Source: an optimization exercise on an open RTL-to-GDS flow (aim: small area). Production flows keep margins and buffers that such runs may drop. Only simulation tests tie the RTL to the original design; equivalence was not proved.

==> flow/design.v (excerpt) <==
module autocorrelation_top (
    input  logic               iClock,
    input  logic               rst_n,
    input  logic               sample_valid,
    input  acf_pkg::sample_t   sample,
    output logic               coef_valid,
    output acf_pkg::acf_coef_t coef,
    output logic               block_done,
    output logic               overrun
);
    logic [5:0]  count;
    logic        hnew;
    logic        hlast;
    logic        aclr;
    logic [15:0] x0, x1, x2, x3, x4;
    logic [15:0] xg;
    logic [36:0] accn0, accn1, accn2, accn3, accn4;
    logic [36:0] basen0, basen1, basen2, basen3, basen4;
    logic [36:0] nxtn0, nxtn1, nxtn2, nxtn3, nxtn4;
    logic        snap;
    always_ff @(posedge iClock or negedge rst_n) begin
        if (!rst_n) begin
            count <= '0;
            hnew  <= 1'b0;
            hlast <= 1'b0;
            aclr  <= 1'b1;
        end else begin
            hnew  <= sample_valid;
            hlast <= sample_valid && (count == 6'd63);
            if (sample_valid) begin
                count <= count + 1'b1;
            end
            if (hnew) begin
                aclr <= hlast;
            end
        end
    end
    always_ff @(posedge iClock) begin
        if (sample_valid) begin
            x0 <= sample;
            x1 <= (count == 6'd0) ? '0 : x0;
            x2 <= (count == 6'd0) ? '0 : x1;
            x3 <= (count == 6'd0) ? '0 : x2;
  ...
clock: 7.5 ns
lec_check: 0
cap_margin: 20
core_margin: 2
core_utilization: 40
slew_margin: 20
synth_hierarchical: 1
synth_minimum_keep_size: 0
run.sh (not shown) runs the stock make flow with config.mk's settings and CLKGATE_MAP_FILE= SYNTH_SCRIPT=/design/flow/synth_recipe.tcl, a recipe that flattens the netlist after the stock synthesis.
Next try:
--- a/flow/design.v
+++ b/flow/design.v
@@ -590,25 +590,25 @@
     assign c[25] = Gh10_25;
     assign c[26] = Gh8_26;
     assign c[27] = Gh10_27;
     assign c[28] = Gh9_28;
     assign c[29] = Gh10_29;
     assign c[30] = Gh7_30;
     assign c[31] = Gh10_31;
     assign c[32] = Gh9_32;
     assign c[33] = Gh10_33;
     assign c[34] = Gh8_34;
     assign c[35] = Gh10_35;
     assign c[36] = Gh9_36;
-    assign accn_next = {~(p[36:8] ^ c[35:7]), sr};
+    assign accn_next = {p[36:8] ^ c[35:7], sr};
 endmodule
 module acf_tree_mul (
     input  logic [15:0] x,
     input  logic [15:0] h,
     input  logic [36:0] accn,
     output logic [36:0] accn_next
 );
     logic w1;
     logic w2;
     logic w4;
     logic w5;
     logic w7;
@@ -1530,25 +1530,25 @@
     assign c[25] = Gh10_25;
     assign c[26] = Gh8_26;
     assign c[27] = Gh10_27;
     assign c[28] = Gh9_28;
     assign c[29] = Gh10_29;
     assign c[30] = Gh7_30;
     assign c[31] = Gh10_31;
     assign c[32] = Gh9_32;
     assign c[33] = Gh10_33;
     assign c[34] = Gh8_34;
     assign c[35] = Gh10_35;
     assign c[36] = Gh9_36;
-    assign accn_next = {~(p[36:8] ^ c[35:7]), sr};
+    assign accn_next = {p[36:8] ^ c[35:7], sr};
 endmodule
 module acf_sub (
     input  logic [24:0] a,
     input  logic [22:0] b,
     output logic [25:0] accn_next
 );
     logic w1;
     logic w2;
     logic w3;
     logic w5;
     logic w6;
     logic w8;
@@ -1822,30 +1822,29 @@
         end
     end
     always_ff @(posedge iClock) begin
         if (sample_valid) begin
             x0 <= sample;
             x1 <= (count == 6'd0) ? '0 : x0;
             x2 <= (count == 6'd0) ? '0 : x1;
             x3 <= (count == 6'd0) ? '0 : x2;
             x4 <= (count == 6'd0) ? '0 : x3;
         end
     end
     assign xg     = hnew ? x0 : '0;
-    localparam logic [36:0] MASK = 37'h00_0000_00FF;
-    assign basen0 = ~((accn0 ^ MASK) & {37{!aclr}});
-    assign basen1 = ~((accn1 ^ MASK) & {37{!aclr}});
-    assign basen2 = ~((accn2 ^ MASK) & {37{!aclr}});
-    assign basen3 = ~((accn3 ^ MASK) & {37{!aclr}});
-    assign basen4 = ~((accn4 ^ MASK) & {37{!aclr}});
+    assign basen0 = accn0 | {37{aclr}};
+    assign basen1 = accn1 | {37{aclr}};
+    assign basen2 = accn2 | {37{aclr}};
+    assign basen3 = accn3 | {37{aclr}};
+    assign basen4 = accn4 | {37{aclr}};
     assign snap   = hnew && hlast;
     acf_tree_sq  t0 (.x(xg),          .accn(basen0), .accn_next(nxtn0));
     acf_tree_mul t1 (.x(xg), .h(x1), .accn(basen1), .accn_next(nxtn1));
     acf_tree_mul t2 (.x(xg), .h(x2), .accn(basen2), .accn_next(nxtn2));
     acf_tree_mul t3 (.x(xg), .h(x3), .accn(basen3), .accn_next(nxtn3));
     acf_tree_mul t4 (.x(xg), .h(x4), .accn(basen4), .accn_next(nxtn4));
     always_ff @(posedge iClock) begin
         accn0 <= nxtn0;
         accn1 <= nxtn1;
         accn2 <= nxtn2;
         accn3 <= nxtn3;
         accn4 <= nxtn4;
@@ -1870,29 +1869,29 @@
     logic [36:0] mag;
     logic [5:0]  lod;
     logic        zero;
     logic        bit_in;
     logic        br;
     logic [25:0] diffn;
     logic [24:0] rem2;
     logic [25:0] diff;
     logic        ge;
     logic [7:0]  expo;
     always_comb begin
         case (lag)
-            3'd0:    cur = hn0 ^ MASK;
-            3'd1:    cur = hn1 ^ MASK;
-            3'd2:    cur = hn2 ^ MASK;
-            3'd3:    cur = hn3 ^ MASK;
-            default: cur = hn4 ^ MASK;
+            3'd0:    cur = ~hn0;
+            3'd1:    cur = ~hn1;
+            3'd2:    cur = ~hn2;
+            3'd3:    cur = ~hn3;
+            default: cur = ~hn4;
         endcase
     end
     assign neg  = (lag != 3'd0) && cur[36];
     assign mag  = neg ? -cur : cur;
     assign zero = (cur == '0);
     always_comb begin
         lod = '0;
         for (int i = 0; i < 37; i++) begin
             if (mag[i]) begin
                 lod = 6'(i);
             end
         end
Worst hold slack stays flat.
Global-route usage went up by 0.24 points.
Worst setup slack gets worse by 0.17 ns.
Sequential share of layout area stays flat.
Design area went up by about 0.3%.
Fmax went down by 2.4%.
Register-to-register slack gets worse by 0.31 ns.
Critical path depth went up by 6.
Clock skew went down by 0.0037 ns.

[port drivers added, routing unchanged]
The flow's constraints put no driver on any port. The routed layouts listed below were extracted and timed again, unchanged, in two steps.
Step 1: set_driving_cell puts a clkbuf_16 on iClock and a buf_2 on each other input, an assumption about the parent block.
Step 2 adds t to the input delays and takes it off the output delays; t is the mean of the earliest and latest rising clock arrival at the registers after step 1. Input paths then give back, and output paths get back, about the clock's delay inside the block.
Three values: ideal ports, drivers, drivers and shift; two values: the first two.
run | shift t [ns] | setup slack, ns | latest minus earliest clock arrival (ns) | worst data-port slew with drivers (ns)
the first run | 0.734 | 0.441 / 0.365 / 0.623 | 0.059 / 0.059 | 0.04
the second run | 0.755 | 0.269 / 0.189 / 0.308 | 0.056 / 0.056 | 0.06
After both steps setup and hold are still met in every run listed.
